From an optimization exercise on the open Yosys and OpenROAD flow, aimed at small area; shortcuts taken in it are not production practice.
Function was checked by simulation only, so behaviour that the tests miss may differ from the original.
No activity file was given, so power comes from the tool's default toggle rates.

the previous run:
// ocp_slave_mem_ctrl
module ocp_slave_mem_ctrl #(
  parameter int DATA_WIDTH = 32,
  parameter int ADDR_WIDTH = 5,
  parameter int MEM_DEPTH  = 24,
  parameter int RD_LATENCY = 2
) (
  input  logic                  clk,
  input  logic                  reset,
  input  logic                  enable,
  input  logic [2:0]            m_cmd,
  input  logic [ADDR_WIDTH-1:0] m_addr,
  input  logic [DATA_WIDTH-1:0] m_data,
  input  logic                  m_resp_accept,
  output logic                  s_cmd_accept,
  output logic [1:0]            s_resp,
  output logic [DATA_WIDTH-1:0] s_data,
  output logic                  busy,
  output logic [7:0]            err_count,
  input  logic                  parity_inject,
  output logic                  parity_err
);
==> flow/config.mk <==
export PLATFORM = sky130hd
export DESIGN_NAME = ocp_slave_mem_ctrl
export DESIGN_NICKNAME = ocp_slave_mem_ctrl
export VERILOG_FILES = /design/flow/design.v
export SDC_FILE = /design/flow/constraint.sdc
export NUM_CORES = 4
export LEC_CHECK = 0
export CAP_MARGIN = 0
export CORE_MARGIN = 2
export CORE_UTILIZATION = 65
export CTS_BUF_LIST = sky130_fd_sc_hd__clkbuf_8
export CTS_CLUSTER_DIAMETER = 50
export CTS_CLUSTER_SIZE = 18
export SLEW_MARGIN = 0
export SYNTH_HIERARCHICAL = 1
export SYNTH_MINIMUM_KEEP_SIZE = 0
==> flow/constraint.sdc <==
create_clock -name core_clock -period 6.5 [get_ports {clk}]
set_input_delay 1.3000 -clock core_clock [delete_from_list [all_inputs] [get_ports {clk}]]
set_output_delay 1.3000 -clock core_clock [all_outputs]
set_load 0.01 [all_outputs]
standard.sh (not shown) runs the stock make flow with config.mk's settings and CLKGATE_MAP_FILE= SYNTH_SCRIPT=/design/flow/synth_recipe.tcl, a recipe that flattens the netlist after the stock synthesis.
==> flow/flow/run.sh <==
#!/bin/bash
# Own layout flow: the standard ORFS flow (standard.sh, unchanged synthesis,
# floorplan, power grid and taps), with two layout settings changed:
#  - clock tree: clkbuf_8 sink buffers on small clusters and no dummy loads;
#  - port buffers: buffer_ports with the smallest buffer (repair_design still
#    resizes or adds buffers where slew or capacitance needs it).
# The full make output goes to standard.log in the work folder; ORFS's own
# per-step logs stay under orfs/logs/.
set -euo pipefail
cd "$(dirname "$0")/.."
bash standard.sh finish \
  "CTS_ARGS=-sink_clustering_enable -repair_clock_nets -buf_list sky130_fd_sc_hd__clkbuf_8 -sink_clustering_size 18 -sink_clustering_max_diameter 50 -dont_use_dummy_load" \
  "BUFFER_PORTS_ARGS=-buffer_cell sky130_fd_sc_hd__buf_1" \
  > standard.log 2>&1
Final checks on the previous run, whose flow otherwise completed, came back failing, citing max-capacitance violations.
Input changes introduced in the current run (baseline for comparison: the previous run):
- CORE_UTILIZATION now 80, was 65
==> flow/run.sh (new file) <==
#!/bin/bash
# synth_recipe.tcl (not shown) runs the flow's synth.tcl, then flattens the netlist and writes it again
# the make line also repeats each setting of config.mk as NAME=value (left out here)
make -C /OpenROAD-flow-scripts/flow DESIGN_CONFIG=/design/flow/config.mk WORK_HOME=/design/flow/orfs CLKGATE_MAP_FILE= SYNTH_SCRIPT=/design/flow/synth_recipe.tcl finish
removed: flow/flow/run.sh
removed: flow/standard.sh
[summary]
The current run ran in full, but the layout does not pass; the checks complain about negative setup slack. Changes observed in the current run relative to the previous run: share of layout cells above drive strength 1 moved down, combinational power climbed about 7%, final-report setup violation count rose 1, worst-skew pair later-pin latency about even. The current run ends up with lower critical path depth than the previous run does. Compared with the previous run, in the current run overall power after layout +4.2%; non-clock buffer count now sits lower; via count of the routed design grew by 1047; worst hold slack increased 0.0041 ns.

---

== run C ==
ocp_slave_mem_ctrl, a different RTL version from the one above (not shown whole).
Size: ~830 flip-flops, ~90 I/O pins.
clock: 6.5 ns
lec_check: 0
cap_margin: 0
core_margin: 2
core_utilization: 65
cts_buf_list: sky130_fd_sc_hd__clkbuf_4
cts_cluster_size: 20
slew_margin: 0
run.sh (not shown) runs the stock make flow with config.mk's settings and CLKGATE_MAP_FILE= SYNTH_SCRIPT=/design/flow/synth_recipe.tcl, a recipe that flattens the netlist after the stock synthesis.
Stock flow here: none of the scripts above is used.
Inputs modified between run C and run D:
# run C
export LEC_CHECK = 0
export CAP_MARGIN = 0
export CORE_MARGIN = 2
export CORE_UTILIZATION = 65
export CTS_BUF_LIST = sky130_fd_sc_hd__clkbuf_4
export CTS_CLUSTER_SIZE = 20
export SLEW_MARGIN = 0
create_clock -name core_clock -period 6.5 [get_ports {clk}]
# run D
export LEC_CHECK = 0
export CAP_MARGIN = 0
export CORE_MARGIN = 2
export CORE_UTILIZATION = 65
export CTS_BUF_LIST = sky130_fd_sc_hd__clkbuf_8
export CTS_CLUSTER_DIAMETER = 50
export CTS_CLUSTER_SIZE = 18
export SLEW_MARGIN = 0
create_clock -name core_clock -period 6.5 [get_ports {clk}]
[summary]
Est. power | run D vs run C | run D lower. The via count of run D was superior to that of run C. Lower internal reg-to-reg setup slack among run D and run C: run C. Of the two candidates, run C has the worse maximum frequency and run D the better one. Lower final period utilization was reported by run D, not run C.

---

Another version of the RTL of ocp_slave_mem_ctrl (not shown whole).
Size: about 830 flip-flops, about 90 I/O pins, about 31000 um^2 of cells after synthesis.
==> flow/config.mk <==
export PLATFORM = sky130hd
export DESIGN_NAME = ocp_slave_mem_ctrl
export DESIGN_NICKNAME = ocp_slave_mem_ctrl
export VERILOG_FILES = /design/flow/design.v
export SDC_FILE = /design/flow/constraint.sdc
export NUM_CORES = 4
export LEC_CHECK = 0
export CAP_MARGIN = 5
export CORE_MARGIN = 2
export CORE_UTILIZATION = 65
export CTS_BUF_LIST = sky130_fd_sc_hd__clkbuf_8
export CTS_CLUSTER_DIAMETER = 50
export CTS_CLUSTER_SIZE = 20
export SLEW_MARGIN = 5
export SYNTH_HIERARCHICAL = 1
export SYNTH_MINIMUM_KEEP_SIZE = 0
==> flow/constraint.sdc <==
create_clock -name core_clock -period 6.5 [get_ports {clk}]
set_input_delay 1.3000 -clock core_clock [delete_from_list [all_inputs] [get_ports {clk}]]
set_output_delay 1.3000 -clock core_clock [all_outputs]
set_load 0.01 [all_outputs]
standard.sh (not shown) runs the stock make flow with config.mk's settings and CLKGATE_MAP_FILE= SYNTH_SCRIPT=/design/flow/synth_recipe.tcl, a recipe that flattens the netlist after the stock synthesis.
==> flow/flow/run.sh <==
#!/bin/bash
# Own layout flow: the standard ORFS flow (standard.sh, unchanged synthesis,
# floorplan, power grid and taps), with two layout settings changed:
#  - clock tree: clkbuf_8 sink buffers on clusters of up to 20 sinks and no dummy loads;
#  - port buffers: buffer_ports with the smallest buffer (repair_design still
#    resizes or adds buffers where slew or capacitance needs it).
# The full make output goes to standard.log in the work folder; ORFS's own
# per-step logs stay under orfs/logs/.
set -euo pipefail
cd "$(dirname "$0")/.."
bash standard.sh finish \
  "CTS_ARGS=-sink_clustering_enable -repair_clock_nets -buf_list sky130_fd_sc_hd__clkbuf_8 -sink_clustering_size 20 -sink_clustering_max_diameter 50 -dont_use_dummy_load" \
  "BUFFER_PORTS_ARGS=-buffer_cell sky130_fd_sc_hd__buf_1" \
  > standard.log 2>&1
The first run ran to the end with no violations.
==> next run, changes <==
==> flow/flow/run.sh (replaced) <==
#!/bin/bash
# Own layout flow: the standard ORFS flow (standard.sh, unchanged synthesis,
# floorplan, power grid and taps), with two layout settings changed:
#  - clock tree: clkbuf_8 sink buffers on small clusters and no dummy loads;
#  - port buffers: buffer_ports with the smallest buffer (repair_design still
#    resizes or adds buffers where slew or capacitance needs it).
# The full make output goes to standard.log in the work folder; ORFS's own
# per-step logs stay under orfs/logs/.
set -euo pipefail
cd "$(dirname "$0")/.."
bash standard.sh finish \
  "CTS_ARGS=-sink_clustering_enable -repair_clock_nets -buf_list sky130_fd_sc_hd__clkbuf_8 -sink_clustering_size 18 -sink_clustering_max_diameter 50 -dont_use_dummy_load" \
  "BUFFER_PORTS_ARGS=-buffer_cell sky130_fd_sc_hd__buf_1" \
  > standard.log 2>&1
- CORE_UTILIZATION: 65 -> 75
- CTS_CLUSTER_SIZE: 20 -> 18
Outcome: The new run finished with timing, DRC and antenna clean. Clock power drops by about 3%. Sequential power stays flat. Design area shrinks by 0.83%. Setup slack got worse by 72 ps.
==> next run, changes <==
- CORE_UTILIZATION: 75 -> 65
Total power increases by 2.4%.
Sequential share of layout area decreases by 0.63 points.
Cell area increases by 1.2%.
Sequential power stays flat.
Die area increases by 15%.
Maximum frequency increases by 2.2%.
Utilization decreases by 9.7 points.
Critical path depth decreases by 1.
Setup slack improved by 110 ps.
Clock power increases by about 8%.
Combinational power increases by about 2%.

---

## sierra
Starting RTL as in the previous note.
Settings: LEC_CHECK=0, CAP_MARGIN=5, CORE_MARGIN=2, CORE_UTILIZATION=70, CTS_BUF_LIST=sky130_fd_sc_hd__clkbuf_8, CTS_CLUSTER_DIAMETER=50, CTS_CLUSTER_SIZE=18, SLEW_MARGIN=5, SYNTH_HIERARCHICAL=1, SYNTH_MINIMUM_KEEP_SIZE=0; clock period 6.5 ns.
==> flow/flow/run.sh <==
#!/bin/bash
# Own layout flow: the standard ORFS flow (standard.sh, unchanged synthesis,
# floorplan, power grid and taps), with two layout settings changed:
#  - clock tree: clkbuf_8 sink buffers on small clusters and no dummy loads;
#  - port buffers: buffer_ports with the smallest buffer (repair_design still
#    resizes or adds buffers where slew or capacitance needs it).
# The full make output goes to standard.log in the work folder; ORFS's own
# per-step logs stay under orfs/logs/.
set -euo pipefail
cd "$(dirname "$0")/.."
bash standard.sh finish \
  "CTS_ARGS=-sink_clustering_enable -repair_clock_nets -buf_list sky130_fd_sc_hd__clkbuf_8 -sink_clustering_size 18 -sink_clustering_max_diameter 50 -dont_use_dummy_load" \
  "BUFFER_PORTS_ARGS=-buffer_cell sky130_fd_sc_hd__buf_1" \
  > standard.log 2>&1
No stage failed in sierra, and the final checks on the layout all came back clean.
### sierra -> garnet
Settings: swapping 70 for 72 in CORE_UTILIZATION.
Notes after the runs:
garnet: flow completed, timing, DRC and antenna clean. Final worst hold slack on garnet is ahead of sierra. Between garnet and sierra, it is garnet whose worst-path maximum fanout is lower, by 1. The count of instances resized after the clock tree is built of sierra and that of garnet are within noise of each other. Status: design area parity (garnet, sierra). On placed cell area, sierra and garnet are basically level. garnet reports a higher final cycle utilization of the critical path than sierra does. garnet reports a lower global-route wire length before repair than sierra does. NOTE: global-route track usage on met3 in garnet exceeds that of sierra. garnet: minimum period implied by the final worst setup slack higher than sierra. Sort sierra and garnet by detailed-routed wire length on met2 asc -> top: garnet. On total power, garnet does worse than sierra.

port drivers added, routing unchanged:
The results above use ideal ports. As a check the final layouts listed here were re-extracted and re-timed, cells and wires unchanged. Step 1 assumes that a clkbuf_16 drives the clock port and a buf_2 every other input. Step 2, shift: input delay + t, output delay - t, t = (earliest + latest rising clock arrival at the registers) / 2. This alone moves slack from input paths to output paths. Slacks: ideal ports / drivers / drivers and shift; pairs: ideal ports / drivers.
run | shift t [ns] | setup WS [ns] | worst register clock-pin slew, ns | worst data-port slew with drivers (ns) | cell pins on the clock port's net
the previous run | 0.764 | 0.283 / 0.224 / 0.989 | 0.11 / 0.11 | 0.15 | 1
the current run | 0.790 | -0.074 / -0.133 / 0.657 | 0.12 / 0.12 | 0.12 | 1
run C | 1.075 | 0.154 / 0.101 / 1.176 | 0.08 / 0.08 | 0.09 | 1
run D | 0.785 | 0.304 / 0.242 / 1.027 | 0.12 / 0.12 | 0.09 | 1
the first run of note 3 | 0.772 | 1.253 / 1.195 / 1.684 | 0.12 / 0.12 | 0.08 | 1
the second run of note 3 | 0.739 | 1.181 / 1.125 / 1.751 | 0.11 / 0.11 | 0.11 | 1
the third run of note 3 | 0.705 | 1.294 / 1.238 / 1.665 | 0.11 / 0.11 | 0.09 | 1
sierra | 0.740 | 1.086 / 1.031 / 1.772 | 0.12 / 0.12 | 0.07 | 1
garnet | 0.752 | 1.071 / 1.011 / 1.763 | 0.11 / 0.11 | 0.10 | 1
